From an optimization exercise on the open Yosys and OpenROAD flow, aimed at small area, a short achievable clock period and few clock cycles per item; shortcuts taken in it are not production practice. In this exercise RTL edits were held to simulation tests only and were not proved equivalent to the original.

==> design/flow/design.v <==
package lacg_pkg;
    localparam int DEF_HISTORY_DEPTH = 8;
    localparam int DEF_NUM_CORES     = 4;
    localparam int LOAD_UNIT         = 100;
    localparam int ALL_LOAD_PER_CORE = 120;
    localparam int DEFAULT_INTERVAL  = 20;
endpackage
module load_average_core_count_governor_top #(
    parameter int HISTORY_DEPTH = lacg_pkg::DEF_HISTORY_DEPTH,
    parameter int NUM_CORES     = lacg_pkg::DEF_NUM_CORES
) (
    input  logic        clk,
    input  logic        rst_n,
    input  logic        evt_valid,
    output logic        evt_ready,
    input  logic [1:0]  evt_func,
    input  logic [9:0]  evt_run_count,
    input  logic [3:0]  evt_cores_online,
    input  logic        evt_offline_pending,
    input  logic        evt_screen_suspended,
    output logic        res_valid,
    input  logic        res_ready,
    output logic [2:0]  res_action,
    output logic        res_cancel_offline,
    output logic        res_start_unpause_timer,
    output logic [22:0] res_next_delay,
    output logic [16:0] res_average_load,
    output logic        res_paused_now,
    output logic        res_boost_now,
    input  logic        cfg_valid,
    output logic        cfg_ready,
    input  logic [2:0]  cfg_index,
    input  logic [15:0] cfg_data
);
    assign cfg_ready = 1'b1;
    logic        en_r;
    logic [3:0]  lo_r;
    logic [2:0]  hi_r;
    logic [15:0] ivl_r;
    logic [3:0]  scale_r;
    logic [9:0]  raise_r;
    logic [9:0]  lower_r;
    always_ff @(posedge clk or negedge rst_n) begin
        if (!rst_n) begin
            en_r    <= 1'b0;
            lo_r    <= 4'd2;
            hi_r    <= 3'd4;
            ivl_r   <= 16'd20;
            scale_r <= 4'd2;
            raise_r <= 10'd200;
            lower_r <= 10'd50;
        end else if (cfg_valid) begin
            case (cfg_index)
                3'd0: en_r    <= cfg_data[0];
                3'd1: lo_r    <= (cfg_data[3:0] == 4'd0) ? 4'd1 : cfg_data[3:0];
                3'd2: hi_r    <= (cfg_data[3:0] > 4'd4) ? 3'd4 : cfg_data[2:0];
                3'd3: ivl_r   <= (cfg_data == 16'd0) ? 16'd20 : cfg_data;
                3'd4: scale_r <= cfg_data[3:0];
                3'd5: raise_r <= cfg_data[9:0];
                3'd6: lower_r <= cfg_data[9:0];
                default: ;
            endcase
        end
    end
    typedef struct packed {
        logic       samp;    
        logic       bst;     
        logic       unp;     
        logic [9:0] run;
        logic [3:0] c;       
        logic       pend;
    } ev_t;
    ev_t  e_q;
    logic ve_q, vp_q, vr_q;
    logic vq_q;
    logic adv, acc;
    assign adv       = !vr_q || res_ready;
    assign acc       = evt_valid && adv;
    assign evt_ready = adv;
    assign res_valid = vr_q;
    always_ff @(posedge clk or negedge rst_n) begin
        if (!rst_n) begin
            ve_q <= 1'b0;
            vp_q <= 1'b0;
            vq_q <= 1'b0;
            vr_q <= 1'b0;
        end else if (adv) begin
            ve_q <= evt_valid;
            vp_q <= ve_q;
            vq_q <= vp_q;
            vr_q <= vq_q;
        end
    end
    always_ff @(posedge clk) begin
        if (adv) begin
            e_q.samp <= (evt_func == 2'd0) && en_r;
            e_q.bst  <= (evt_func == 2'd1) && en_r && !evt_screen_suspended;
            e_q.unp  <= (evt_func == 2'd2);
            e_q.run  <= evt_run_count;
            e_q.c    <= (evt_cores_online == 4'd0) ? 4'd1 : evt_cores_online;
            e_q.pend <= evt_offline_pending;
        end
    end
    logic [9:0]  ring [8];
    logic [2:0]  cnt_q;
    logic        full_q;
    logic [12:0] sum_q;
    logic [9:0]  old;
    logic        upd;
    logic [12:0] su_s, su_c, sum_n;
    assign su_s  = sum_q ^ {3'd0, e_q.run} ^ {3'h7, ~old};
    assign su_c  = {(sum_q[11:0] & {2'd0, e_q.run}) | (sum_q[11:0] & {2'h3, ~old}) |
                    ({2'd0, e_q.run} & {2'h3, ~old}), 1'b1};
    assign sum_n = su_s + su_c;
    assign upd = adv && ve_q && e_q.samp;
    assign old = full_q ? ring[7] : 10'd0;
    always_ff @(posedge clk or negedge rst_n) begin
        if (!rst_n) begin
            cnt_q  <= 3'd0;
            full_q <= 1'b0;
            sum_q  <= 13'd0;
        end else if (upd) begin
            cnt_q  <= cnt_q + 3'd1;
            if (cnt_q == 3'd7) full_q <= 1'b1;
            sum_q  <= sum_n;
        end
    end
    always_ff @(posedge clk) begin
        if (upd) begin
            ring[0] <= e_q.run;
            for (int i = 1; i < 8; i++) ring[i] <= ring[i-1];
        end
    end
    function automatic logic [23:0] mul4(input logic [19:0] a, input logic [3:0] b);
        logic [23:0] r0, r1, r2, r3, s1, c1, s2, c2;
        r0 = b[0] ? {4'd0, a}       : 24'd0;
        r1 = b[1] ? {3'd0, a, 1'd0} : 24'd0;
        r2 = b[2] ? {2'd0, a, 2'd0} : 24'd0;
        r3 = b[3] ? {1'd0, a, 3'd0} : 24'd0;
        s1 = r0 ^ r1 ^ r2;
        c1 = ((r0 & r1) | (r0 & r2) | (r1 & r2)) << 1;
        s2 = s1 ^ c1 ^ r3;
        c2 = ((s1 & c1) | (s1 & r3) | (c1 & r3)) << 1;
        mul4 = s2 + c2;
    endfunction
    logic [23:0] lc_full, y_full;
    logic [3:0]  sel;
    assign lc_full = mul4({10'd0, lower_r}, e_q.c);
    assign y_full  = mul4({4'd0, ivl_r}, e_q.c);
    assign sel     = (scale_r == 4'd0) ? e_q.c : scale_r;
    typedef struct packed {
        logic        samp;
        logic        bst;
        logic        unp;
        logic        pend;
        logic        hgc;    
        logic        c1;     
        logic        logc;   
        logic [1:0]  cl;     
        logic [13:0] lc;     
        logic [19:0] y;      
        logic        neg0, one0, two0;
        logic        neg1, one1, two1;
        logic        d2;
    } p_t;
    p_t p_q;
    always_ff @(posedge clk) begin
        if (adv) begin
            p_q.samp <= e_q.samp;
            p_q.bst  <= e_q.bst;
            p_q.unp  <= e_q.unp;
            p_q.pend <= e_q.pend;
            p_q.hgc  <= {1'b0, hi_r} > e_q.c;
            p_q.c1   <= e_q.c == 4'd1;
            p_q.logc <= lo_r < e_q.c;
            p_q.cl   <= e_q.c[1:0];
            p_q.lc   <= lc_full[13:0];
            p_q.y    <= y_full[19:0];
            p_q.neg0 <= sel[1];
            p_q.one0 <= sel[0];
            p_q.two0 <= sel[1] && !sel[0];
            p_q.neg1 <= sel[3];
            p_q.one1 <= sel[2] ^ sel[1];
            p_q.two1 <= (sel[3] && !sel[2] && !sel[1]) || (!sel[3] && sel[2] && sel[1]);
            p_q.d2   <= sel[3];
        end
    end
    logic [16:0] avg;
    logic [17:0] t25;
    logic [19:0] x_raise, x_lower;
    logic        a_all, c_raise, c_lower;
    logic [23:0] m0, m1, b0, b1, b2, prod;
    logic [22:0] dsat;
    logic [19:0] ta, tb, r1, r2, xs1, xc1, xs2, xc2, ys, yc;
    assign ta      = {2'd0, {1'b0, sum_q, 4'd0} ^ {2'd0, sum_q, 3'd0} ^ {5'd0, sum_q}};
    assign tb      = {2'd0, (({1'b0, sum_q, 4'd0} & {2'd0, sum_q, 3'd0}) | ({1'b0, sum_q, 4'd0} & {5'd0, sum_q}) |
                             ({2'd0, sum_q, 3'd0} & {5'd0, sum_q})) << 1};
    assign t25     = ta[17:0] + tb[17:0];
    assign avg     = t25[17:1];
    assign r1      = p_q.cl[0] ? ~{9'd0, raise_r, 1'b0} : 20'hFFFFF;
    assign r2      = p_q.cl[1] ? ~{8'd0, raise_r, 2'd0} : 20'hFFFFF;
    assign xs1     = ta ^ tb ^ r1;
    assign xc1     = {((ta & tb) | (ta & r1) | (tb & r1)), 1'b1};
    assign xs2     = xs1 ^ xc1 ^ r2;
    assign xc2     = {((xs1 & xc1) | (xs1 & r2) | (xc1 & r2)), 1'b1};
    assign x_raise = xs2 + xc2;
    assign ys      = ta ^ tb ^ ~{5'd0, p_q.lc, 1'b1};
    assign yc      = {((ta & tb) | (ta & ~{5'd0, p_q.lc, 1'b1}) | (tb & ~{5'd0, p_q.lc, 1'b1})), 1'b0};
    assign x_lower = ys + yc;
    assign a_all   = sum_q >= 13'd39;
    assign c_raise = !x_raise[19];
    assign c_lower = x_lower[19];
    assign m0   = p_q.two0 ? {3'd0, p_q.y, 1'b0} : p_q.one0 ? {4'd0, p_q.y} : 24'd0;
    assign m1   = p_q.two1 ? {3'd0, p_q.y, 1'b0} : p_q.one1 ? {4'd0, p_q.y} : 24'd0;
    assign b0   = p_q.neg0 ? ~m0 : m0;
    assign b1   = {(p_q.neg1 ? ~m1[21:0] : m1[21:0]), 1'b0, p_q.neg0};
    assign b2   = {(p_q.d2 ? p_q.y : 20'd0), 1'b0, p_q.neg1, 2'd0};
    logic [23:0] bs, bc;
    assign bs   = b0 ^ b1 ^ b2;
    assign bc   = {((b0 & b1) | (b0 & b2) | (b1 & b2)), 1'b0};
    assign prod = bs + bc;
    typedef struct packed {
        logic        samp;
        logic        bst;
        logic        unp;
        logic        pend;
        logic        hgc;
        logic        c1;
        logic        all;    
        logic        one;    
        logic        low;    
        logic [16:0] avg;
        logic [23:0] prod;
    } q_t;
    q_t   q_q;
    always_ff @(posedge clk) begin
        if (adv) begin
            q_q.samp <= p_q.samp;
            q_q.bst  <= p_q.bst;
            q_q.unp  <= p_q.unp;
            q_q.pend <= p_q.pend;
            q_q.hgc  <= p_q.hgc;
            q_q.c1   <= p_q.c1;
            q_q.all  <= a_all && p_q.hgc;
            q_q.one  <= c_raise && p_q.hgc;
            q_q.low  <= c_lower && p_q.logc;
            q_q.avg  <= avg;
            q_q.prod <= prod;
        end
    end
    assign dsat = q_q.prod[23] ? 23'h7FFFFF : q_q.prod[22:0];
    logic        paused_q, boost_q;
    logic        paused_n, boost_n;
    logic [2:0]  act_n;
    logic        can_n, tmr_n, d_ivl, d_sat;
    always_comb begin
        paused_n = paused_q;
        boost_n  = boost_q;
        act_n    = 3'd0;
        can_n    = 1'b0;
        tmr_n    = 1'b0;
        d_ivl    = 1'b0;
        d_sat    = 1'b0;
        if (q_q.samp) begin
            if (q_q.all) begin
                paused_n = 1'b1;
                can_n    = q_q.pend;
                act_n    = 3'd1;
            end else if (paused_q) begin
                act_n    = 3'd4;
                d_ivl    = 1'b1;
            end else if (q_q.one) begin
                can_n    = q_q.pend;
                act_n    = 3'd2;
            end else begin
                d_sat    = 1'b1;
                if (q_q.low) begin
                    boost_n = 1'b0;
                    if (!q_q.pend) act_n = 3'd3;
                end
            end
        end else if (q_q.bst) begin
            if (!boost_q && q_q.hgc) begin
                boost_n = 1'b1;
                if (q_q.c1) begin
                    can_n    = 1'b1;
                    paused_n = 1'b1;
                    act_n    = 3'd2;
                    tmr_n    = 1'b1;
                end else if (q_q.pend) begin
                    can_n    = 1'b1;
                    paused_n = 1'b1;
                    tmr_n    = 1'b1;
                    d_ivl    = 1'b1;
                end
            end
        end else if (q_q.unp) begin
            paused_n = 1'b0;
        end
    end
    always_ff @(posedge clk or negedge rst_n) begin
        if (!rst_n) begin
            paused_q <= 1'b1;
            boost_q  <= 1'b0;
        end else if (adv && vq_q) begin
            paused_q <= paused_n;
            boost_q  <= boost_n;
        end
    end
    logic [2:0]  act_q;
    logic        can_q, tmr_q;
    logic [22:0] dly_q;
    logic [16:0] avg_q;
    always_ff @(posedge clk) begin
        if (adv) begin
            act_q <= act_n;
            can_q <= can_n;
            tmr_q <= tmr_n;
            dly_q <= d_sat ? dsat : d_ivl ? {7'd0, ivl_r} : 23'd0;
            avg_q <= q_q.avg;
        end
    end
    assign res_action              = act_q;
    assign res_cancel_offline      = can_q;
    assign res_start_unpause_timer = tmr_q;
    assign res_next_delay          = dly_q;
    assign res_average_load        = avg_q;
    assign res_paused_now          = paused_q;
    assign res_boost_now           = boost_q;
endmodule
==> design/flow/run.sh <==
#!/bin/bash
# synth_recipe.tcl (not shown) runs the flow's synth.tcl, then flattens the netlist and writes it again
# the make line also repeats each setting of config.mk as NAME=value (left out here)
make -C /OpenROAD-flow-scripts/flow DESIGN_CONFIG=/design/flow/config.mk WORK_HOME=/design/flow/orfs CLKGATE_MAP_FILE= SYNTH_SCRIPT=/design/flow/synth_recipe.tcl finish
==> design/flow/config.mk <==
export PLATFORM = sky130hd
export DESIGN_NAME = load_average_core_count_governor_top
export DESIGN_NICKNAME = load_average_core_count_governor_top
export VERILOG_FILES = /design/flow/design.v
export SDC_FILE = /design/flow/constraint.sdc
export NUM_CORES = 4
export LEC_CHECK = 0
export CAP_MARGIN = 20
export CORE_MARGIN = 2
export CORE_UTILIZATION = 40
export CTS_CLUSTER_DIAMETER = 100
export CTS_CLUSTER_SIZE = 20
export SETUP_SLACK_MARGIN = 3.4
export SLEW_MARGIN = 20
export TNS_END_PERCENT = 20
==> design/flow/constraint.sdc <==
create_clock -name core_clock -period 6.5 [get_ports {clk}]
set_input_delay 1.3000 -clock core_clock [delete_from_list [all_inputs] [get_ports {clk}]]
set_output_delay 1.3000 -clock core_clock [all_outputs]
set_load 0.01 [all_outputs]
==> results of run 1 <==
## per-stage QoR
step	instance area, µm²	util, %
after detailed placement	21200	43.5
after CTS	23000	47.4
after global placement	21200	43.5
final	23700	48.7
after global routing	23700	48.7
after floorplan	19700	-
## logic make-up (layout without fill, tap and decap cells)
kind of cell	Yosys count	count (layout)
AO/OA/AOI/OAI	298	298
XOR/XNOR	111	111
flip-flops	313	313
buffers and inverters	238	436
multiplexers	44	44
other	1	3
AND/OR/NAND/NOR	434	436
adder cells (fa/ha/maj)	264	264
## routing by layer
| metal | track usage, % | routed length (µm) |
|---|---|---|
| met1 | 26.5 | 22100 |
| met2 | 27.8 | 20400 |
| met3 | 1.79 | 1630 |
| met4 | 4.51 | 973 |
| met5 | 0 | 0 |
## cells in the final DEF, fill, tap and decap left out, types with 49 or more instances in the layout
cell / instances
edfxtp_1: 242
inv_1: 168
nand2_1: 162
ha_1: 125
fa_1: 94
buf_4: 94
clkdlybuf4s50_1: 87
and2_1: 75
nor2_1: 71
xnor2_1: 70
o21ai_0: 61
dfrtp_1: 49
## registers in the layout, indices dropped and copies added, names as in the netlist, 3 cells and up
name and count:
e_q 18, lo_r 4, act_q 3, p_q 49, hi_r 3, avg_q 17, scale_r 4, lower_r 10
sum_q 13, dly_q 23, cnt_q 3, ivl_r 16, raise_r 10, ring 80, q_q 50
## what timing repair did
action	4_1_cts	5_1_grt
cloned	3	0
buffers inserted	76	37
pin swaps	72	73
endpoints found under the setup margin	204	145
resized for setup	154	95
hold endpoints to repair	0	0
## worst max-delay path by stage
stage | endpoint | slack [ps] | depth (start not counted)
detailed placement | ring[7][9] | 1820 | 5
CTS | p_q[23] | 2920 | 13
finish | p_q[26] | 2940 | 14
global placement | q_q[21] | 1780 | 13
global route | q_q[20] | 2810 | 16
floorplan | p_q[18] | 3030 | 15
## worst max-delay path: stages (launching register included)
cell and delay [ps]:
edfxtp_1 440, buf_12 190, nand2_2 60, fa_1 430, fa_1 510, inv_2 50
ha_4 160, fa_2 370, a21o_1 180, a21oi_2 180, nor2b_2 70, o221ai_2 260
a21oi_2 120, a31oi_1 170, a31oi_1 110
## area by class of cell
| type | count | area [µm²] | share of cell area [%] |
|---|---|---|---|
| Clock buffer | 32 | 567 | 2.39 |
| Tap cell | 622 | 778 | 3.28 |
| Timing Repair Buffer | 210 | 1960 | 8.27 |
| Multi-Input combinational cell | 1154 | 10600 | 44.5 |
| Clock inverter | 4 | 43.8 | 0.185 |
| Inverter | 190 | 732 | 3.09 |
| Antenna cell | 2 | 5.00 | 0.0211 |
| Sequential cell | 313 | 9070 | 38.3 |
==> results.txt, run 1 <==
fin cells 2527; CTS tree yes; worst r2r path cells 14; max_slew headroom 34.8%; clk_skew 21.9 ps; final period utilization between 50% and 60%; fin. max-slew vios 0; net count after synthesis 2003; share of layout cells above drive strength 1 20.7%; Mapped Area 19600 µm²; post-detail-place hpwl 30.5 mm; CP max FO 16; hold_sp ring[4][1]; chip width 225 µm; reg2reg setup slack 2940 ps; Fill cells 4278; CTS Buf Count 20; Worst Max-Slew Pin Slew around 1000 ps; clk slew on worst S/H paths 90 ps; Synth Area in Adders 21.0%; initial antenna violation count 0; CTS H-tree lvls 1; outcome finished clean; row count slightly above 80; worst setup margin 2940 ps; Initial Util between 40% and 50%; Root Driver clkbuf_16; ys flop type edfxtp_1; max cap viols 0; #FFs+latches synth 313; first-pass GRT wire length 71.1 mm; Antenna Violating Nets Remaining 0; Synth Instances about 1.7k; Setup TNS Final 0 ps; input/output buffers 90; Synth Area in Compound Gates slightly below 10%; DRT iter0 DRCs 993; Worst EP required 6780 ps; RSZ-0062 raised after global routing yes; EDFF count, synth approximately 240; Post-Place Setup Slack 1820 ps; largest net degree at the start of global routing 69; final WL about 45 mm; core area 48600 µm²; GRT Util Overall 17.8%; grt total ovfl 0; async set-reset flop share out of synthesis 22.7%; Setup Viol. Count Final 0; clock buffer depth 3; vias 13.1k; Hold Slack between 400 and 500 ps; fmax approximately 280 MHz; Placed Cells 2373; post-synthesis xor/xnor area fraction under 10%; post-synthesis mux area share 2.53%; Netlist cell types 69; WHS Endpoint ring[5][1]; simple-gate share of the synthesized area 10.8%; DR WL/cell 17.9 µm; Die Y 225 µm; clk latency of the worst-skew pair 550 ps; sequential fraction of the synthesis area 46.3%; Mapped Avg Cell Area 11.5 µm²; count leader, synth edfxtp_1; top cells by count, synth edfxtp_1, inv_1, nand2_1; worst reg2reg endpoint p_q[26]; Ports between 90 and 100; Final Hold Vio Count 0; crit start category register; dominant combinational cell family by area after synthesis adder cells; area leader, netlist edfxtp_1; clock sink count 313; CP Capture Type register; critical path class register to register; worst reg2reg path startpoint e_q[1]; drt first pass iters 5; Post-route DRC 0; # nets final approximately 2.2k; Hold Path Depth 0; largest cells by area after synthesis edfxtp_1, fa_1, ha_1; share of the synthesized area in the top cell type between 30% and 40%; vias in the first global route between 10k and 15k; number of vias per cell 5.17; Die Footprint roughly 51000 µm²; Hold Path Class register to register; Ys Warns 2; Routability Congestion 0.869; worst path arrival time 3840 ps; CP Launch Point e_q[1]; Post-CTS Hold Fix Bufs 0; Layout area overhead 21.2%; min cycle time layout 3560 ps
Testbench counts, summed over its fixed seeds: cycles 12,192, events 12,000.
==> inputs of run 2 (changes only) <==
--- a/design/flow/config.mk
+++ b/design/flow/config.mk
@@ -10,6 +10,6 @@
 export CORE_UTILIZATION = 40
 export CTS_CLUSTER_DIAMETER = 100
 export CTS_CLUSTER_SIZE = 20
-export SETUP_SLACK_MARGIN = 3.4
+export SETUP_SLACK_MARGIN = 3.2
 export SLEW_MARGIN = 20
-export TNS_END_PERCENT = 20
+export TNS_END_PERCENT = 0
==> run 2 against run 1 <==
Net effect:
- global-route usage fell by 0.36 points
- register-to-register slack worse by 70 ps
- cell area fell by 5.0%
- fmax down 1.8%
- utilization down 2.4 points
- largest cell class unchanged
==> results.txt, run 2 <==
reg2reg setup slack 2870 ps (was 2940 ps); max FFs per register 80 (unchanged); antenna cell count 0 (was 2); Setup Viol. Count Final 0 (unchanged); Layout area overhead 15.2% (was 21.2%); min cycle time layout 3630 ps (was 3560 ps); GRT Util Overall 17.4% (was 17.8%); Final Hold Vio Count 0 (unchanged); Mapped Area 19600 µm² (unchanged); crit start category register (unchanged); vias 12.7k (was 13.1k); clk slew on worst S/H paths 90 ps (about the same); first-pass GRT wire length 69.5 mm (was 71.1 mm); share of the synthesized area in the top cell type 37.2% (unchanged); clk latency of the worst-skew pair 540 ps (was 550 ps); Root Driver clkbuf_16 (unchanged); net count after synthesis 2003 (unchanged); core area 48600 µm² (unchanged); drt first pass iters 7 (was 5); ys flop type edfxtp_1 (unchanged); largest cells by area after synthesis edfxtp_1, fa_1, ha_1 (unchanged); final period utilization 55.8% (was 54.8%); largest reg by FF count ring (unchanged); chip width 225 µm (unchanged); worst reg2reg endpoint p_q[26] (unchanged); post-layout util 46.3% (was 48.7%); Fill cells 4462 (was 4278); number of vias per cell 5.15 (was 5.17); input/output buffers 90 (unchanged); Hold Path Class register to register (unchanged); Antenna Violating Nets Remaining 0 (unchanged); Post-CTS Hold Fix Bufs 0 (unchanged); DRT iter0 DRCs 949 (was 993); post-detail-place hpwl 30.4 mm (was 30.5 mm); CP max stage cell fa_1 (unchanged); final WL 43.3 mm (was 45.1 mm); CP max FO 8 (was 16); Cell Chain, Critical Path buf_6 -> buf_12 -> nand2_2 -> fa_1 -> fa_1 -> inv_1 -> ha_4 -> fa_2 -> a21o_1 -> a21oi_2 -> nor2b_2 -> o221ai_2 -> a21oi_2 -> a31oi_1 -> a31oi_1 (was buf_12 -> nand2_2 -> fa_1 -> fa_1 -> inv_2 -> ha_4 -> fa_2 -> a21o_1 -> a21oi_2 -> nor2b_2 -> o221ai_2 -> a21oi_2 -> a31oi_1 -> a31oi_1); clock buffer depth 3 (unchanged); # nets final 2124 (was 2189); WP buf/inv 3 (was 2); Ys Warns 2 (unchanged); top cells by count, synth edfxtp_1, inv_1, nand2_1 (unchanged); Worst Max-Slew Pin Slew 948 ps (was 972 ps); fin. max-slew vios 0 (unchanged); worst path arrival time 3890 ps (was 3840 ps); Die Y 225 µm (unchanged); Synth Instances 1703 (unchanged); WHS Endpoint q_q[46] (was ring[5][1]); initial antenna violation count 2 (was 0); Hold Path Depth 0 (unchanged); async set-reset flop share out of synthesis 22.7% (unchanged); Setup TNS Final 0 ps (unchanged); top flop regs ring: 80 flops, q_q: 50 flops, p_q: 49 flops (unchanged); critical path class register to register (unchanged); largest net degree at the start of global routing 70 (was 69); max incr delay on CP 490 ps (was 510 ps); Top delay family on crit path adder cells (unchanged); worst reg2reg path startpoint e_q[2] (was e_q[1]); worst r2r path cells 15 (was 14); worst setup margin 2870 ps (was 2940 ps); area leader, netlist edfxtp_1 (unchanged); DR WL/cell 17.6 µm (was 17.9 µm); CTS tree yes (unchanged); Initial Util 40.2% (unchanged); Hold Slack 413 ps (was 417 ps); Worst EP required 6760 ps (was 6780 ps); max cap viols 0 (unchanged); outcome finished clean (unchanged); grt total ovfl 0 (unchanged); Die Footprint 50700 µm² (unchanged); Mapped Avg Cell Area 11.5 µm² (unchanged); hold_sp p_q[46] (was ring[4][1]); clock sink count 313 (unchanged); share of layout cells above drive strength 1 12.0% (was 20.7%); EDFF count, synth 242 (unchanged); #FFs+latches synth 313 (unchanged); row count 81 (unchanged); clk_skew 21.7 ps (was 21.9 ps); RSZ-0062 raised after global routing yes (unchanged); CTS Buf Count 21 (was 20); CP Capture Type register (unchanged); vias in the first global route 12.7k (was 13.1k); CTS H-tree lvls 1 (unchanged); sequential fraction of the synthesis area 46.3% (unchanged); most frequent cells in the layout edfxtp_1, inv_1, nand2_1 (unchanged); count leader, synth edfxtp_1 (unchanged); Routability Congestion 0.865 (was 0.869); Post-Place Setup Slack 1800 ps (was 1820 ps); Netlist cell types 69 (unchanged); max_slew headroom 36.5% (was 34.8%); Post-route DRC 0 (unchanged); commonest non-fill, non-tap cell in the layout edfxtp_1 (unchanged); fmax 276 MHz (was 281 MHz); Ports 92 (unchanged)
[run 2: cell count changes in the layout (fill, tap and decap cells not counted), sizes merged]
cell           before  now
buf               122   52
bufbuf              1    2
clkdlybuf4s15       0    1
clkinv              2    5
clkinvlp            4    1
diode               2    0
dlygate4sd2         0    1
inv               188  191
[run 2: how the worst max path moves through the flow]
stage | start | end | slack (ps) | cells after the start
3_3_place_gp | p_q[1] | q_q[21] | 1780 | 13
6_report | e_q[2] | p_q[26] | 2870 | 15
3_5_place_dp | p_q[4] | q_q[21] | 1800 | 13
5_1_grt | e_q[2] | p_q[26] | 2740 | 15
2_1_floorplan | e_q[1] | p_q[18] | 3030 | 15
4_1_cts | e_q[1] | p_q[23] | 2910 | 13
[run 2: metal layers]
| metal | vias up | share of wire [%] | GRT usage [%] |
|---|---|---|---|
| li1 | 6099 | - | - |
| met1 | 6286 | 50 | 26.4 |
| met2 | 258 | 44 | 27.3 |
| met3 | 38 | 4.0 | 1.72 |
| met4 | 0 | 1.5 | 3.18 |
| met5 | - | 0 | 0 |
[run 2: cell type report]
class / instances / area [µm²] / share of cell area (%)
Clock buffer: 31 / 563 / 2.50
Clock inverter: 7 / 71.3 / 0.317
Inverter: 190 / 718 / 3.19
Multi-Input combinational cell: 1154 / 9880 / 43.9
Sequential cell: 313 / 9060 / 40.2
Tap cell: 622 / 778 / 3.45
Timing Repair Buffer: 144 / 1450 / 6.45
[run 2: per-stage QoR]
step                cell area (µm²)  instances
floorplan                     19700       1703
global placement              21200       2375
detailed placement            21200       2375
CTS                           22300       2447
global route                  22500       2461
finish                        22500       2461
[run 2: worst register-to-register path, stage by stage, from the launching register on]
cell and delay [ps]:
edfxtp_1 430, buf_6 160, buf_12 140, nand2_2 60, fa_1 420, fa_1 490
inv_1 60, ha_4 170, fa_2 330, a21o_1 170, a21oi_2 170, nor2b_2 70
o221ai_2 260, a21oi_2 120, a31oi_1 200, a31oi_1 100
[run 2: cells by family after synthesis]
| logic type | share of synthesized area (%) |
|---|---|
| AOI/OAI and AO/OA | 9.84 |
| xor gates and xnor gates | 4.97 |
| adders and majority gates | 21.0 |
| buffers and inverters | 4.61 |
| DFF | 46.3 |
| muxes | 2.53 |
| other | 0.0192 |
| and+or+nand+nor | 10.8 |
[run 2: repair_timing]
item	CTS	global route
gates cloned	4	1
resized for setup	39	37
pin swaps	8	20
setup endpoints to repair	114	104
buffers inserted	30	13
==> inputs of run 3 (changes only) <==
--- a/design/flow/config.mk
+++ b/design/flow/config.mk
@@ -10,6 +10,6 @@
 export CORE_UTILIZATION = 40
 export CTS_CLUSTER_DIAMETER = 100
 export CTS_CLUSTER_SIZE = 20
-export SETUP_SLACK_MARGIN = 3.2
+export SETUP_SLACK_MARGIN = 3.4
 export SLEW_MARGIN = 20
-export TNS_END_PERCENT = 0
+export TNS_END_PERCENT = 5
==> run 3 against run 2 <==
Net effect:
- synthesized area stayed put
- worst setup slack better by 66 ps
- first-iteration DRC count is 14% lower
==> results.txt, run 3 <==
outcome finished clean (unchanged); # nets final 2154 (was 2124); Routability Congestion 0.869 (was 0.865); DR WL/cell 17.5 µm (was 17.6 µm); min cycle time layout 3560 ps (was 3630 ps); ys flop type edfxtp_1 (unchanged); Layout area overhead 17.8% (was 15.2%); Die Footprint 50700 µm² (unchanged); Antenna Violating Nets Remaining 0 (unchanged); clock sink count 313 (unchanged); worst r2r path cells 14 (was 15); CTS tree yes (unchanged); Hold Slack 415 ps (was 413 ps); #FFs+latches synth 313 (unchanged); drt first pass iters 5 (was 7); first-pass GRT wire length 70.6 mm (was 69.5 mm); top cells by count, synth edfxtp_1, inv_1, nand2_1 (unchanged); share of the synthesized area in the top cell type 37.2% (unchanged); critical path class register to register (unchanged); CP max stage cell fa_1 (unchanged); RSZ-0062 raised after global routing yes (unchanged); CTS Buf Count 20 (was 21); largest cells by area after synthesis edfxtp_1, fa_1, ha_1 (unchanged); async set-reset flop share out of synthesis 22.7% (unchanged); core area 48600 µm² (unchanged); crit start category register (unchanged); Crit path depth 14 (was 15); chip width 225 µm (unchanged); share of layout cells above drive strength 1 16.2% (was 12.0%); Final Hold Vio Count 0 (unchanged); Ys Warns 2 (unchanged); max incr delay on CP 510 ps (was 490 ps); GRT Util Overall 17.6% (was 17.4%); clock buffer depth 3 (unchanged); largest net degree at the start of global routing 69 (was 70); max cap viols 0 (unchanged); CP max FO 15 (was 8); Hold Path Depth 0 (unchanged); Mapped Avg Cell Area 11.5 µm² (unchanged); Top delay family on crit path adder cells (unchanged); largest reg by FF count ring (unchanged); Post-route DRC 0 (unchanged); post-detail-place hpwl 30.5 mm (was 30.4 mm); CTS H-tree lvls 1 (unchanged); clk slew on worst S/H paths 90 ps (about the same); top flop regs ring: 80 flops, q_q: 50 flops, p_q: 49 flops (unchanged); Cell Chain, Critical Path buf_12 -> nand2_1 -> fa_1 -> fa_1 -> inv_1 -> ha_2 -> fa_2 -> a21o_1 -> a21oi_2 -> nor2b_1 -> o221ai_2 -> a21oi_2 -> a31oi_1 -> a31oi_1 (was buf_6 -> buf_12 -> nand2_2 -> fa_1 -> fa_1 -> inv_1 -> ha_4 -> fa_2 -> a21o_1 -> a21oi_2 -> nor2b_2 -> o221ai_2 -> a21oi_2 -> a31oi_1 -> a31oi_1); Hold Path Class register to register (unchanged); EDFF count, synth 242 (unchanged); Setup Viol. Count Final 0 (unchanged); count leader, synth edfxtp_1 (unchanged); met1 WL 21.5 mm (was 21.8 mm); initial antenna violation count 0 (was 2); number of vias per cell 5.12 (was 5.15); Ports 92 (unchanged); sequential fraction of the synthesis area 46.3% (unchanged); fin. max-slew vios 0 (unchanged); commonest non-fill, non-tap cell in the layout edfxtp_1 (unchanged); net count after synthesis 2003 (unchanged); clk latency of the worst-skew pair 550 ps (was 540 ps); CP Capture Type register (unchanged); Initial Util 40.2% (unchanged); Mapped Area 19600 µm² (unchanged); final WL 43.7 mm (was 43.3 mm); vias 12.8k (was 12.7k); final period utilization 54.8% (was 55.8%); Worst EP required 6780 ps (was 6760 ps); Worst Max-Slew Pin Slew 974 ps (was 948 ps); clk_skew 24.0 ps (was 21.7 ps); Synth Instances 1703 (unchanged); grt total ovfl 0 (unchanged); input/output buffers 90 (unchanged); Netlist cell types 69 (unchanged); vias in the first global route 13.0k (was 12.7k); met3 wire len 1.80 mm (was 1.71 mm); worst path arrival time 3840 ps (was 3890 ps); Top Metal Used met4 (unchanged); fmax 281 MHz (was 276 MHz); most frequent cells in the layout edfxtp_1, inv_1, nand2_1 (unchanged); area leader, netlist edfxtp_1 (unchanged); row count 81 (unchanged); Die Y 225 µm (unchanged); Root Driver clkbuf_16 (unchanged); WP buf/inv 2 (was 3); max_slew headroom 34.7% (was 36.5%); DRT iter0 DRCs 816 (was 949); Setup TNS Final 0 ps (unchanged); met2 wire len 19.3 mm (was 19.1 mm); max FFs per register 80 (unchanged)
## run 3: changes by cell type in the layout (fill, tap and decap cells not counted), sizes merged
cell / change
clkinvlp: +1
inv: -1
dlygate4sd2: -1
bufbuf: -1
diode: +1
clkinv: -3
buf: +35
clkdlybuf4s15: -1
## run 3: worst reg2reg max path, cell delays in order (launching register included)
cell and delay [ps]:
edfxtp_1 380, buf_12 160, nand2_1 90, fa_1 510
fa_1 490, inv_1 40, ha_2 180, fa_2 370
a21o_1 190, a21oi_2 150, nor2b_1 90, o221ai_2 250
a21oi_2 120, a31oi_1 160, a31oi_1 110
## run 3: kinds of logic (layout without fill, tap and decap cells)
logic type                 Yosys count  in the layout  synth area share, %
adders and majority gates          264            264                 21.0
xor gates and xnor gates           111            111                 4.97
buffers and inverters              238            401                 4.61
AOI/OAI and AO/OA                  298            298                 9.84
muxes                               44             44                 2.53
and+or+nand+nor                    434            436                 10.8
DFF                                313            313                 46.3
other                                1              2               0.0192
## run 3: final cells by class
class / instances / area (µm²)
diodes: 1 / 2.50
repair buffers: 175 / 1660
flip-flops and latches: 313 / 9060
inverters: 190 / 722
multi-input cells: 1154 / 10200
clock buffers: 32 / 567
clock inverters: 4 / 43.8
fillers: 4363 / 25600
well taps: 622 / 778
## run 3: path summary, 6_finish.rpt
check	start	endpoint	slack, ps
max in group asynchronous	rst_n	lower_r[0]	4830
min reg2reg	ring[4][1]	ring[5][1]	420
min in group asynchronous	rst_n	cnt_q[1]	540
max	e_q[3]	p_q[26]	2940
max reg2reg	e_q[3]	p_q[26]	2940
min	ring[4][1]	ring[5][1]	420
## run 3: timing repair
item	in CTS	in global routing
resized for setup	128	26
buffers inserted	67	11
pin swaps	60	18
endpoints found under the setup margin	204	146
hold buffers	0	0
cloned	3	0
## run 3: metrics by stage
| stage | area (µm²) | utilization [%] | setup slack (ps) | instances |
|---|---|---|---|---|
| 3_5_place_dp | 21200 | 43.5 | 1820 | 2373 |
| 3_3_place_gp | 21200 | 43.5 | 1780 | 2373 |
| 2_1_floorplan | 19700 | - | 3030 | 1703 |
| 4_1_cts | 22900 | 47.0 | 2910 | 2479 |
| 5_1_grt | 23000 | 47.3 | 2760 | 2490 |
| 6_report | 23000 | 47.3 | 2940 | 2491 |
## run 3: per-layer routing
metal | global-route usage, % | vias to the layer above
met1 | 26.3 | 6302
met4 | 4.53 | 0
li1 | - | 6156
met3 | 1.92 | 51
met5 | 0 | -
met2 | 27.5 | 243
==> inputs of run 4 (changes only) <==
==> design/flow/flow/run.sh (new file) <==
#!/bin/bash
# Standard layout, but the port buffers are plain buf_2 cells instead of the
# flow's default choice. Each tool's output goes to a log file here.
set -e
cp standard.sh standard_copy.txt
cp config.mk config_orig.txt
echo 'export BUFFER_PORTS_ARGS = -buffer_cell sky130_fd_sc_hd__buf_2' >> config.mk
bash standard.sh > standard.log 2>&1
==> design/flow/standard.sh (new file) <==
#!/bin/bash
# synth_recipe.tcl (not shown) runs the flow's synth.tcl, then flattens the netlist and writes it again
# the make line also repeats each setting of config.mk as NAME=value (left out here)
make -C /OpenROAD-flow-scripts/flow DESIGN_CONFIG=/design/flow/config.mk WORK_HOME=/design/flow/orfs CLKGATE_MAP_FILE= SYNTH_SCRIPT=/design/flow/synth_recipe.tcl "${@:-finish}"
--- a/design/flow/config.mk
+++ b/design/flow/config.mk
@@ -13,3 +13,4 @@
 export SETUP_SLACK_MARGIN = 3.4
 export SLEW_MARGIN = 20
 export TNS_END_PERCENT = 5
+export BUFFER_PORTS_ARGS = -buffer_cell sky130_fd_sc_hd__buf_2
removed: design/flow/run.sh
==> run 4 against run 3 <==
Net effect:
- critical path type unchanged
- utilization decreased by 0.47 points
- synthesized cell count unchanged
- first-iteration DRC count grew 6.1%
- still clean
- final cell count rose by 0.32%
- largest cell class unchanged
- worst hold slack worse by 9.5 ps
- synthesized area unchanged
- register-to-register slack better by 40 ps
==> results.txt, run 4 <==
fmax 284 MHz (was 281 MHz); DRT iter0 DRCs 866 (was 816); top flop regs ring: 80 flops, q_q: 50 flops, p_q: 49 flops (unchanged); Ports 92 (unchanged); worst path arrival time 3820 ps (was 3840 ps); Setup TNS Final 0 ps (unchanged); Hold Path Class register to register (unchanged); area leader, netlist edfxtp_1 (unchanged); max incr delay on CP 530 ps (was 510 ps); top cells by count, synth edfxtp_1, inv_1, nand2_1 (unchanged); number of vias per cell 5.14 (was 5.12); clk slew on worst S/H paths 80 ps (was 90 ps); Hold Slack 406 ps (was 415 ps); clock sink count 313 (unchanged); critical path class register to register (unchanged); first-pass GRT wire length 70.4 mm (was 70.6 mm); Die Footprint 50700 µm² (unchanged); Hold Path Depth 0 (unchanged); Routability Congestion 0.829 (was 0.869); clk_skew 17.5 ps (was 24.0 ps); most frequent cells in the layout edfxtp_1, inv_1, nand2_1 (unchanged); Layout area overhead 16.6% (was 17.8%); Antenna Violating Nets Remaining 0 (unchanged); ys flop type edfxtp_1 (unchanged); core area 48600 µm² (unchanged); Fill cells 4442 (was 4363); max_slew headroom 38.0% (was 34.7%); count leader, synth edfxtp_1 (unchanged); grt total ovfl 0 (unchanged); simple-gate share of the synthesized area 10.8% (unchanged); CTS Buf Count 21 (was 20); Initial Util 40.2% (unchanged); max cap viols 0 (unchanged); vias 12.8k (about the same); fin. max-slew vios 0 (unchanged); vias in the first global route 13.1k (was 13.0k); net count after synthesis 2003 (unchanged); post-detail-place hpwl 31.0 mm (was 30.5 mm); CTS H-tree lvls 1 (unchanged); initial antenna violation count 0 (unchanged); drt first pass iters 7 (was 5); dominant combinational cell family by area after synthesis adder cells (unchanged); GRT Util Overall 17.6% (about the same); CP Capture Type register (unchanged); chip width 225 µm (unchanged); input/output buffers 90 (unchanged); DR WL/cell 17.5 µm (about the same); post-synthesis xor/xnor area fraction 4.97% (unchanged); Cell Chain, Critical Path buf_6 -> nor2b_4 -> buf_6 -> buf_4 -> a22oi_1 -> xor2_1 -> fa_1 -> inv_1 -> ha_1 -> a21o_1 -> nand2_1 -> nand2b_1 -> o21bai_1 -> a221o_1 -> xor2_1 (was buf_12 -> nand2_1 -> fa_1 -> fa_1 -> inv_1 -> ha_2 -> fa_2 -> a21o_1 -> a21oi_2 -> nor2b_1 -> o221ai_2 -> a21oi_2 -> a31oi_1 -> a31oi_1); Post-route DRC 0 (unchanged); outcome finished clean (unchanged); CP max FO 5 (was 15); register area 9070 µm² (was 9060 µm²); Final Hold Vio Count 0 (unchanged); CTS tree yes (unchanged); # nets final 2161 (was 2154); final WL 43.7 mm (about the same); Worst EP required 6800 ps (was 6780 ps); WP buf/inv 4 (was 2); commonest non-fill, non-tap cell in the layout edfxtp_1 (unchanged); Multi-input gate area 10300 µm² (was 10200 µm²); crit start category register (unchanged); row count 81 (unchanged); Netlist cell types 69 (unchanged); CP max stage cell fa_1 (unchanged); largest net degree at the start of global routing 65 (was 69); Synth Area in Adders 21.0% (unchanged); sequential fraction of the synthesis area 46.3% (unchanged); Die Y 225 µm (unchanged); share of layout cells above drive strength 1 21.7% (was 16.2%); Worst Max-Slew Pin Slew 924 ps (was 974 ps); final period utilization 54.2% (was 54.8%); Mapped Area 19600 µm² (unchanged); Root Driver clkbuf_16 (unchanged); largest cells by area after synthesis edfxtp_1, fa_1, ha_1 (unchanged); Mapped Avg Cell Area 11.5 µm² (unchanged); clk latency of the worst-skew pair 550 ps (about the same); largest reg by FF count ring (unchanged); Crit path depth 15 (was 14); async set-reset flop share out of synthesis 22.7% (unchanged); #FFs+latches synth 313 (unchanged); Setup Viol. Count Final 0 (unchanged); Synth Area in Compound Gates 9.84% (unchanged); worst r2r path cells 15 (was 14); share of the synthesized area in the top cell type 37.2% (unchanged); RSZ-0062 raised after global routing yes (unchanged); post-synthesis mux area share 2.53% (unchanged); EDFF count, synth 242 (unchanged); Top delay family on crit path adder cells (unchanged); min cycle time layout 3520 ps (was 3560 ps); Synth Instances 1703 (unchanged); max FFs per register 80 (unchanged); clock buffer depth 3 (unchanged); Ys Warns 2 (unchanged)
## run 4: path summary, 6_finish.rpt
check / startpoint / end / slack [ps]
min in group asynchronous: rst_n / full_q / 620
max: p_q[1] / q_q[22] / 2980
min: q_q[25] / avg_q[1] / 410
max reg2reg: p_q[1] / q_q[22] / 2980
max in group asynchronous: rst_n / lower_r[2] / 4850
min reg2reg: q_q[25] / avg_q[1] / 410
## run 4: kinds of logic (layout without fill, tap and decap cells)
family          after synthesis  count (layout)
fa+ha+maj                   264             264
mux                          44              44
compound gates              298             298
other cells                   1               2
flops                       313             313
buf+inv                     238             410
simple gates                434             435
xor+xnor                    111             111
## run 4: per-layer routing
| layer | vias up | track usage [%] | share of wire (%) |
|---|---|---|---|
| li1 | 6192 | - | - |
| met1 | 6335 | 25.9 | 49 |
| met2 | 262 | 27.2 | 44 |
| met3 | 52 | 2.71 | 4.8 |
| met4 | 0 | 4.04 | 1.7 |
| met5 | - | 0 | 0 |
## run 4: through the flow
stage               instances  utilization [%]  setup slack (ps)  cell area, µm²
floorplan                1703                -              3030           19700
finish                   2499             46.9              2980           22800
global placement         2373             42.6              1780           20700
CTS                      2485             46.2              2950           22500
detailed placement       2373             42.6              1780           20700
global route             2498             46.9              2800           22800
## run 4: timing repair
item | CTS | global route
cloned | 2 | 1
pin swaps | 75 | 42
setup endpoints to repair | 149 | 83
hold buffers | 0 | 0
gates resized for setup | 111 | 49
setup buffers | 72 | 12
## run 4: layout make-up
class                      instances  area share, %
sequential                       313           39.8
antenna                            1         0.0110
clock inverter                     5          0.280
clock buffer                      33           2.61
inverter                         190           3.18
timing repair buffer             182           5.63
multi-input combinational       1153           45.1
tap                              622           3.41
## run 4: worst reg2reg max path, delay by kind of cell, from the launching register on
kind,cells,cell delay (ps)
buffers and inverters,4,480
and+or+nand+nor,3,370
AOI/OAI and AO/OA,4,820
xor gates and xnor gates,2,330
DFF,1,410
adders and majority gates,2,870
==> inputs of run 5 (changes only) <==
--- a/design/flow/config.mk
+++ b/design/flow/config.mk
@@ -10,7 +10,7 @@
 export CORE_UTILIZATION = 40
 export CTS_CLUSTER_DIAMETER = 100
 export CTS_CLUSTER_SIZE = 20
-export SETUP_SLACK_MARGIN = 3.4
+export SETUP_SLACK_MARGIN = 3.2
 export SLEW_MARGIN = 20
-export TNS_END_PERCENT = 5
+export TNS_END_PERCENT = 0
 export BUFFER_PORTS_ARGS = -buffer_cell sky130_fd_sc_hd__buf_2
==> run 5 against run 4 <==
Net effect:
- utilization fell by 0.76 points
- fmax down 0.25%
- cell area fell by 1.6%
- critical endpoint is now p_q[26]
- highest routed layer unchanged
==> results.txt, run 5 <==
met1 GRT Util 25.6% (was 25.9%); worst reg2reg endpoint p_q[26] (was q_q[22]); Crit path depth 13 (was 15); max_slew headroom 34.2% (was 38.0%); register area 9070 µm² (unchanged); fmax 283 MHz (was 284 MHz); fin. max-slew vios 0 (unchanged); vias in the first global route 12.7k (was 13.1k); async set-reset flop share out of synthesis 22.7% (unchanged); clk latency of the worst-skew pair 560 ps (was 550 ps); number of vias per cell 5.16 (was 5.14); clock sink count 313 (unchanged); Final Hold Vio Count 0 (unchanged); first-pass GRT wire length 68.3 mm (was 70.4 mm); CP max FO 7 (was 5); outcome finished clean (unchanged); sequential fraction of the synthesis area 46.3% (unchanged); Mapped Avg Cell Area 11.5 µm² (unchanged); core area 48600 µm² (unchanged); largest net degree at the start of global routing 72 (was 65); # nets final 2146 (was 2161); Die Footprint 50700 µm² (unchanged); CTS Buf Count 22 (was 21); Setup Viol. Count Final 0 (unchanged); clock buffer depth 3 (unchanged); most frequent cells in the layout edfxtp_1, inv_1, nand2_1 (unchanged); worst reg2reg path startpoint e_q[1] (was p_q[1]); net count after synthesis 2003 (unchanged); chip width 225 µm (unchanged); share of layout cells above drive strength 1 19.5% (was 21.7%); Fill cells 4452 (was 4442); CTS tree yes (unchanged); DRT iter0 DRCs 884 (was 866); Setup TNS Final 0 ps (unchanged); Cell Chain, Critical Path buf_12 -> buf_8 -> nand2_1 -> fa_1 -> inv_1 -> fa_2 -> ha_1 -> a21o_1 -> or3_1 -> o221ai_2 -> a21oi_2 -> a31oi_1 -> a31oi_1 (was buf_6 -> nor2b_4 -> buf_6 -> buf_4 -> a22oi_1 -> xor2_1 -> fa_1 -> inv_1 -> ha_1 -> a21o_1 -> nand2_1 -> nand2b_1 -> o21bai_1 -> a221o_1 -> xor2_1); WHS Endpoint ring[4][1] (was avg_q[1]); largest reg by FF count ring (unchanged); Initial Util 40.2% (unchanged); CP Capture Type register (unchanged); crit start category register (unchanged); row count 81 (unchanged); grt total ovfl 0 (unchanged); M3 GR Usage 1.99% (was 2.71%); Hold Path Depth 0 (unchanged); worst path arrival time 3800 ps (was 3820 ps); GRT Util Overall 16.9% (was 17.6%); CP max stage cell fa_1 (unchanged); antenna cell count 0 (was 1); critical path class register to register (unchanged); Ys Warns 2 (unchanged); Layout area overhead 14.7% (was 16.6%); top flop regs ring: 80 flops, q_q: 50 flops, p_q: 49 flops (unchanged); Worst Max-Slew Pin Slew 988 ps (was 924 ps); vias 12.8k (about the same); routing usage on met2 26.2% (was 27.2%); #FFs+latches synth 313 (unchanged); GRT busiest layer met2 (unchanged); Synth Instances 1703 (unchanged); top cells by count, synth edfxtp_1, inv_1, nand2_1 (unchanged); Ports 92 (unchanged); Multi-input gate area 10100 µm² (was 10300 µm²); Mapped Area 19600 µm² (unchanged); max cap viols 0 (unchanged); post-detail-place hpwl 30.4 mm (was 31.0 mm); most used cell, CP a31oi_1; worst r2r path cells 13 (was 15); ys flop type edfxtp_1 (unchanged); RSZ-0062 raised after global routing yes (unchanged); final WL 42.5 mm (was 43.7 mm); Netlist cell types 69 (unchanged); Root Driver clkbuf_16 (unchanged); Post-route DRC 0 (unchanged); Hold Path Class register to register (unchanged); Die Y 225 µm (unchanged); WP buf/inv 3 (was 4); max FFs per register 80 (unchanged); commonest non-fill, non-tap cell in the layout edfxtp_1 (unchanged); post-route cell area 22400 µm² (was 22800 µm²); Worst EP required 6770 ps (was 6800 ps); Post-CTS Hold Fix Bufs 0 (unchanged); area leader, netlist edfxtp_1 (unchanged); initial antenna violation count 1 (was 0); input/output buffers 90 (unchanged); Placement Cell Area 20700 µm² (about the same); DR WL/cell 17.1 µm (was 17.5 µm); count leader, synth edfxtp_1 (unchanged); EDFF count, synth 242 (unchanged); largest cells by area after synthesis edfxtp_1, fa_1, ha_1 (unchanged); Hold Slack 411 ps (was 406 ps); Top delay family on crit path adder cells (unchanged); CTS H-tree lvls 1 (unchanged); Antenna Violating Nets Remaining 0 (unchanged); clk_skew 29.5 ps (was 17.5 ps); drt first pass iters 5 (was 7); share of the synthesized area in the top cell type 37.2% (unchanged); min cycle time layout 3530 ps (was 3520 ps); hold_sp ring[3][1] (was q_q[25]); reg2reg setup slack 2970 ps (was 2980 ps); Routability Congestion 0.861 (was 0.829); clk slew on worst S/H paths 80 ps (about the same); final period utilization 54.3% (was 54.2%); max incr delay on CP 540 ps (was 530 ps)
## run 5: cell counts after synthesis
No cell type changed its count.
## run 5: area by class of cell
type                            instances  area share (%)
Multi-Input combinational cell       1152            44.9
Sequential cell                       313            40.4
Timing Repair Buffer                  167            4.95
Tap cell                              622            3.47
Inverter                              190            3.22
Clock buffer                           32            2.67
Clock inverter                          8           0.435
## run 5: worst max path at each step
stage | start | slack, ps | endpoint
4_1_cts | ivl_r[2] | 2970 | p_q[26]
6_report | e_q[1] | 2970 | p_q[26]
2_1_floorplan | e_q[1] | 3030 | p_q[18]
3_5_place_dp | p_q[4] | 1830 | q_q[23]
3_3_place_gp | p_q[1] | 1800 | q_q[21]
5_1_grt | ivl_r[2] | 2800 | p_q[19]
## run 5: metrics by stage
step / setup slack (ps) / instances / util [%]
2_1_floorplan: 3030 / 1703 / -
3_3_place_gp: 1800 / 2373 / 42.6
3_5_place_dp: 1830 / 2373 / 42.6
4_1_cts: 2970 / 2468 / 45.4
5_1_grt: 2800 / 2484 / 46.1
6_report: 2970 / 2484 / 46.1
## run 5: worst reg2reg max path, delay by kind of cell (launching register included)
kind                       cells  cell delay [ps]
AOI/OAI and AO/OA              5              850
adders and majority gates      3             1210
buffers and inverters          3              340
DFF                            1              400
and+or+nand+nor                2              450
## run 5: repair_timing
item                       4_1_cts  5_1_grt
setup buffers                   54       15
cloned                           1        1
resized for setup               69       46
pin swaps                       37       20
setup endpoints to repair      101      169
## run 5: kinds of logic after synthesis
kind of cell,synth area share [%]
XOR/XNOR,4.97
AO/OA/AOI/OAI,9.84
buffers and inverters,4.61
AND/OR/NAND/NOR,10.8
adder cells (fa/ha/maj),21.0
multiplexers,2.53
other,0.0192
flip-flops,46.3
## run 5: metal layers
layer,up-vias,share of wire [%]
met5,-,0
met4,0,1.7
met3,53,5.0
met2,307,44
met1,6310,50
li1,6149,-
==> inputs of run 6 (changes only) <==
==> design/flow/flow/run.sh (replaced) <==
#!/bin/bash
# Standard layout, but the port buffers are plain buf_1 cells instead of the
# flow's default choice. Each tool's output goes to a log file here.
set -e
cp standard.sh standard_copy.txt
cp config.mk config_orig.txt
echo 'export BUFFER_PORTS_ARGS = -buffer_cell sky130_fd_sc_hd__buf_1' >> config.mk
bash standard.sh > standard.log 2>&1
--- a/design/flow/config.mk
+++ b/design/flow/config.mk
@@ -13,4 +13,4 @@
 export SETUP_SLACK_MARGIN = 3.2
 export SLEW_MARGIN = 20
 export TNS_END_PERCENT = 0
-export BUFFER_PORTS_ARGS = -buffer_cell sky130_fd_sc_hd__buf_2
+export BUFFER_PORTS_ARGS = -buffer_cell sky130_fd_sc_hd__buf_1
==> run 6 against run 5 <==
Net effect:
- global-route usage down 0.13 points
- clock skew down 3.7 ps
- worst hold slack worse by 9.3 ps
- critical path type unchanged
- worst setup slack worse by 84 ps
- via count down 1.4%
- register-to-register slack worse by 80 ps
- final cell count down 1.4%
- clock-buffer cell count up 1
- cell area down 3.1%
==> results.txt, run 6 <==
outcome finished clean (unchanged); clk_skew 25.8 ps (was 29.5 ps); CTS tree yes (unchanged); Root Driver clkbuf_16 (unchanged); Ports 92 (unchanged); area leader, netlist edfxtp_1 (unchanged); vias 12.6k (was 12.8k); Post-CTS Hold Fix Bufs 0 (unchanged); #FFs+latches synth 313 (unchanged); DR WL/cell 17.0 µm (was 17.1 µm); max cap viols 0 (unchanged); share of layout cells above drive strength 1 10.7% (was 19.5%); net count after synthesis 2003 (unchanged); end of the critical path p_q[26] (unchanged); Multi-input gate area 9810 µm² (was 10100 µm²); post-route cell area 21700 µm² (was 22400 µm²); fmax 277 MHz (was 283 MHz); clock buffer depth 3 (unchanged); initial antenna violation count 0 (was 1); CTS Buf Count 20 (was 22); Mapped Avg Cell Area 11.5 µm² (unchanged); Die Y 225 µm (unchanged); Final Hold Vio Count 0 (unchanged); critical path class register to register (unchanged); antenna cell count 0 (unchanged); Placement Cell Area 20600 µm² (was 20700 µm²); clk slew on worst S/H paths 90 ps (was 80 ps); CP Launch Point ivl_r[2] (was e_q[1]); Layout area overhead 11.2% (was 14.7%); sequential fraction of the synthesis area 46.3% (unchanged); vias in the first global route 12.7k (about the same); Setup TNS Final 0 ps (unchanged); Netlist cell types 69 (unchanged); GRT Util Overall 16.8% (was 16.9%); Antenna Violating Nets Remaining 0 (unchanged); Post-Place Setup Slack 1810 ps (was 1830 ps); worst r2r path cells 13 (unchanged); Die Footprint 50700 µm² (unchanged); number of vias per cell 5.16 (about the same); Routability Congestion 0.859 (was 0.861); CP Capture Type register (unchanged); worst reg2reg endpoint p_q[26] (unchanged); Synth Instances 1703 (unchanged); grt total ovfl 0 (unchanged); ys flop type edfxtp_1 (unchanged); CTS H-tree lvls 1 (unchanged); core area 48600 µm² (unchanged); post-detail-place hpwl 30.5 mm (was 30.4 mm); fin. max-slew vios 0 (unchanged); largest cells by area after synthesis edfxtp_1, fa_1, ha_1 (unchanged); final WL 41.7 mm (was 42.5 mm); max FFs per register 80 (unchanged); final period utilization 55.6% (was 54.3%); async set-reset flop share out of synthesis 22.7% (unchanged); share of the synthesized area in the top cell type 37.2% (unchanged); row count 81 (unchanged); min cycle time layout 3620 ps (was 3530 ps); crit start category register (unchanged); max_slew headroom 32.9% (was 34.2%); top flop regs ring: 80 flops, q_q: 50 flops, p_q: 49 flops (unchanged); Hold Path Class register to register (unchanged); Post-route DRC 0 (unchanged); Worst Max-Slew Pin Slew 1010 ps (was 988 ps); register area 9060 µm² (was 9070 µm²); worst path arrival time 3880 ps (was 3800 ps); Initial Util 40.2% (unchanged); top cells by count, synth edfxtp_1, inv_1, nand2_1 (unchanged); Worst EP required 6760 ps (was 6770 ps); largest reg by FF count ring (unchanged); commonest non-fill, non-tap cell in the layout edfxtp_1 (unchanged); reg2reg setup slack 2880 ps (was 2970 ps); Mapped Area 19600 µm² (unchanged); largest net degree at the start of global routing 83 (was 72); clk latency of the worst-skew pair 550 ps (was 560 ps); DRT iter0 DRCs 917 (was 884); Ys Warns 2 (unchanged); CP max FO 5 (was 7); EDFF count, synth 242 (unchanged); most frequent cells in the layout edfxtp_1, inv_1, nand2_1 (unchanged); worst reg2reg path startpoint ivl_r[2] (was e_q[1]); input/output buffers 90 (unchanged); clock sink count 313 (unchanged); count leader, synth edfxtp_1 (unchanged); first-pass GRT wire length 68.1 mm (was 68.3 mm); chip width 225 µm (unchanged); Fill cells 4522 (was 4452); drt first pass iters 5 (unchanged); Setup Viol. Count Final 0 (unchanged); worst setup margin 2880 ps (was 2970 ps); # nets final 2114 (was 2146); RSZ-0062 raised after global routing yes (unchanged)
-- run 6: worst min path at each step --
stage               depth (start not counted)  startpoint         end
finish                                      0  ring[3][0]  ring[4][0]
global route                                0  ring[1][0]  ring[2][0]
CTS                                         0  ring[3][0]  ring[4][0]
detailed placement                          0  ring[2][7]  ring[3][7]
global placement                            0     q_q[29]    avg_q[5]
floorplan                                   0     q_q[24]    avg_q[0]
-- run 6: area by class of cell --
cell class                 count  share of cell area (%)
inverter                     190                    3.36
sequential                   313                    41.7
timing repair buffer         137                    3.48
tap                          622                    3.58
multi-input combinational   1152                    45.1
clock buffer                  33                    2.58
clock inverter                 3                   0.201
-- run 6: per-layer routing --
layer | up-vias | wire length [µm] | track usage (%) | share of wire, %
li1 | 6076 | - | - | -
met1 | 6259 | 20800 | 25.4 | 50
met2 | 267 | 18300 | 26.1 | 44
met3 | 34 | 2130 | 2.37 | 5.1
met4 | 0 | 503 | 2.95 | 1.2
met5 | - | 0 | 0 | 0
-- run 6: worst max-delay path, stage by stage (launching register included) --
cell and delay [ps]:
dfstp_2 610, nand2_2 80, fa_1 470, fa_1 490, inv_1 40, ha_2 180, fa_2 360, a21o_1 190
a21oi_2 160, nor2b_1 80, o221ai_2 260, a21oi_2 140, a31oi_1 170, a31oi_1 110
-- run 6: stage by stage --
step | utilization [%] | cells | hold slack, ps
finish | 44.7 | 2450 | 402
global route | 44.7 | 2450 | 415
CTS | 44.5 | 2449 | 407
detailed placement | 42.3 | 2373 | 405
global placement | 42.3 | 2373 | 401
floorplan | - | 1703 | 400
-- run 6: kinds of logic (layout without fill, tap and decap cells) --
logic type      count (synthesis)  count (layout)  share of synthesized area, %
simple gates                  434             434                          10.8
other cells                     1               1                        0.0192
compound gates                298             298                          9.84
buf+inv                       238             363                          4.61
fa+ha+maj                     264             264                          21.0
xor+xnor                      111             111                          4.97
flops                         313             313                          46.3
mux                            44              44                          2.53
-- run 6: timing repair --
action / in CTS / in global routing
setup endpoints to repair: 195 / 184
setup buffers: 39 / 1
pin swaps: 11 / 3
gates resized for setup: 33 / 18
cloned: 1 / 0
==> inputs of run 7 (changes only) <==
==> design/flow/flow/run.sh (replaced) <==
#!/bin/bash
# Standard layout (the standard.sh), except that the buffers the flow puts on
# every input and output port are plain buf_1 cells instead of the flow's default
# choice. make's full output goes to standard.log here; ORFS keeps its per-step
# logs under orfs/logs.
set -e
echo 'export BUFFER_PORTS_ARGS = -buffer_cell sky130_fd_sc_hd__buf_1' >> config.mk
bash standard.sh > standard.log 2>&1
==> run 7 against run 6 <==
Net effect:
- first-iteration DRC count unchanged
- final cell count unchanged
- non-clock buffer count unchanged
- highest routed layer unchanged
- critical path depth unchanged
- routed wire length unchanged
- largest cell class unchanged
- die area unchanged
- clock skew unchanged
- critical endpoint unchanged
- critical path type unchanged
==> results.txt, run 7 <==
drt first pass iters 5 (unchanged); post-synthesis xor/xnor area fraction 4.97% (unchanged); GRT Util Overall 16.8% (unchanged); max cap viols 0 (unchanged); row count 81 (unchanged); fmax 277 MHz (unchanged); DR WL/cell 17.0 µm (unchanged); top cells by count, synth edfxtp_1, inv_1, nand2_1 (unchanged); Routability Congestion 0.859 (unchanged); top flop regs ring: 80 flops, q_q: 50 flops, p_q: 49 flops (unchanged); Post-Place Setup Slack 1810 ps (unchanged); grt total ovfl 0 (unchanged); post-route cell area 21700 µm² (unchanged); Netlist cell types 69 (unchanged); vias in the first global route 12.7k (unchanged); DRT iter0 DRCs 917 (unchanged); Layout area overhead 11.2% (unchanged); final period utilization 55.6% (unchanged); most frequent cells in the layout edfxtp_1, inv_1, nand2_1 (unchanged); RSZ-0062 raised after global routing yes (unchanged); Mapped Area 19600 µm² (unchanged); core area 48600 µm² (unchanged); Post-route DRC 0 (unchanged); sequential fraction of the synthesis area 46.3% (unchanged); largest reg by FF count ring (unchanged); Synth Area in Adders 21.0% (unchanged); Die Y 225 µm (unchanged); Mapped Avg Cell Area 11.5 µm² (unchanged); #FFs+latches synth 313 (unchanged); input/output buffers 90 (unchanged); clock sink count 313 (unchanged); clock buffer depth 3 (unchanged); Ports 92 (unchanged); crit start category register (unchanged); Ys Warns 2 (unchanged); dominant combinational cell family by area after synthesis adder cells (unchanged); clk_skew 25.8 ps (unchanged); ys flop type edfxtp_1 (unchanged); max_slew headroom 32.9% (unchanged); Synth Area in Compound Gates 9.84% (unchanged); share of layout cells above drive strength 1 10.7% (unchanged); area leader, netlist edfxtp_1 (unchanged); Setup TNS Final 0 ps (unchanged); clk slew on worst S/H paths 90 ps (about the same); largest cells by area after synthesis edfxtp_1, fa_1, ha_1 (unchanged); antenna cell count 0 (unchanged); # nets final 2114 (unchanged); CTS tree yes (unchanged); chip width 225 µm (unchanged); vias 12.6k (unchanged); Worst EP required 6760 ps (about the same); CP Capture Type register (unchanged); simple-gate share of the synthesized area 10.8% (unchanged); worst path arrival time 3880 ps (about the same); Setup Viol. Count Final 0 (unchanged); min cycle time layout 3620 ps (unchanged); Root Driver clkbuf_16 (unchanged); Die Footprint 50700 µm² (unchanged); largest net degree at the start of global routing 83 (unchanged); share of the synthesized area in the top cell type 37.2% (unchanged); outcome finished clean (unchanged); Worst Max-Slew Pin Slew 1010 ps (unchanged); count leader, synth edfxtp_1 (unchanged); post-synthesis mux area share 2.53% (unchanged); CTS H-tree lvls 1 (unchanged); worst setup margin 2880 ps (unchanged); async set-reset flop share out of synthesis 22.7% (unchanged); commonest non-fill, non-tap cell in the layout edfxtp_1 (unchanged); CTS Buf Count 20 (unchanged); post-detail-place hpwl 30.5 mm (unchanged); net count after synthesis 2003 (unchanged); Hold Path Class register to register (unchanged); critical path class register to register (unchanged); clk latency of the worst-skew pair 550 ps (about the same); Placed Cells 2373 (unchanged); max FFs per register 80 (unchanged); CP max FO 5 (unchanged); Antenna Violating Nets Remaining 0 (unchanged); initial antenna violation count 0 (unchanged); fin. max-slew vios 0 (unchanged); first-pass GRT wire length 68.1 mm (unchanged); Final Hold Vio Count 0 (unchanged); fin cells 2450 (unchanged); EDFF count, synth 242 (unchanged); Initial Util 40.2% (unchanged); number of vias per cell 5.16 (unchanged); Post-CTS Hold Fix Bufs 0 (unchanged); Synth Instances 1703 (unchanged); Placement Cell Area 20600 µm² (unchanged); final WL 41.7 mm (unchanged)
-- run 7: kinds of logic after synthesis --
kind of cell | count (synthesis)
mux | 44
buf+inv | 238
flops | 313
compound gates | 298
fa+ha+maj | 264
xor+xnor | 111
simple gates | 434
other cells | 1
-- run 7: stage by stage --
stage	util [%]	hold slack [ps]
6_report	44.7	402
5_1_grt	44.7	415
4_1_cts	44.5	407
3_5_place_dp	42.3	405
3_3_place_gp	42.3	401
2_1_floorplan	-	400
-- run 7: final timing paths --
| check | cells past startpoint | end | slack (ps) | from |
|---|---|---|---|---|
| max | 13 | p_q[26] | 2880 | ivl_r[2] |
| min | 0 | ring[4][0] | 400 | ring[3][0] |
| max reg2reg | 13 | p_q[26] | 2880 | ivl_r[2] |
| min reg2reg | 0 | ring[4][0] | 400 | ring[3][0] |
| max in group asynchronous | 2 | sum_q[2] | 4790 | rst_n |
| min in group asynchronous | 2 | ivl_r[12] | 1010 | rst_n |
-- run 7: layer usage --
layer  track usage (%)  share of wire, %  up-vias
li1                  -                 -     6076
met1              25.4                50     6259
met2              26.1                44      267
met3              2.37               5.1       34
met4              2.95               1.2        0
met5                 0                 0        -
-- run 7: area by class of cell --
cell class	count	area, µm²
tap	622	778
multi-input combinational	1152	9810
clock inverter	3	43.8
timing repair buffer	137	756
fill	4522	26900
inverter	190	731
sequential	313	9060
clock buffer	33	561
-- run 7: critical path, stage by stage, from the launching register on --
cell and delay, ps:
dfstp_2 610, nand2_2 80, fa_1 470, fa_1 490, inv_1 40, ha_2 180
fa_2 360, a21o_1 190, a21oi_2 160, nor2b_1 80, o221ai_2 260, a21oi_2 140
a31oi_1 170, a31oi_1 110
-- run 7: timing repair --
action / in CTS / in global routing
gates cloned: 1 / 0
buffers inserted: 39 / 1
gates resized for setup: 33 / 18
endpoints found under the setup margin: 195 / 184
pin swaps: 11 / 3

[afterwards: timing with drivers on the ports]
The results above use ideal ports. As a check the final layouts listed here were re-extracted and re-timed, cells and wires unchanged.
Step 1: set_driving_cell puts a clkbuf_16 on clk and a buf_2 on each other input, an assumption about the parent block.
Step 2, shift: input delay + t, output delay - t, t = (earliest + latest rising clock arrival at the registers) / 2. This alone moves slack from input paths to output paths.
Three values: ideal, step 1, step 2; two values: the first two.
run | t, ns | setup WS [ns] | hold WS [ns] | clock arrival spread, ns
run 1 | 0.592 | 2.938 / 2.938 / 2.896 | 0.417 / 0.417 / 0.417 | 0.022 / 0.022
run 2 | 0.581 | 2.872 / 2.872 / 2.611 | 0.413 / 0.413 / 0.413 | 0.028 / 0.028
run 3 | 0.591 | 2.938 / 2.938 / 2.884 | 0.415 / 0.415 / 0.415 | 0.024 / 0.024
run 4 | 0.598 | 2.978 / 2.978 / 2.791 | 0.406 / 0.406 / 0.406 | 0.020 / 0.020
run 5 | 0.591 | 2.969 / 2.969 / 2.613 | 0.411 / 0.411 / 0.411 | 0.036 / 0.036
run 6 | 0.580 | 2.885 / 2.885 / 2.495 | 0.402 / 0.402 / 0.402 | 0.042 / 0.042
run 7 | 0.580 | 2.885 / 2.885 / 2.495 | 0.402 / 0.402 / 0.402 | 0.042 / 0.042
After both steps setup and hold are still met in every run listed.
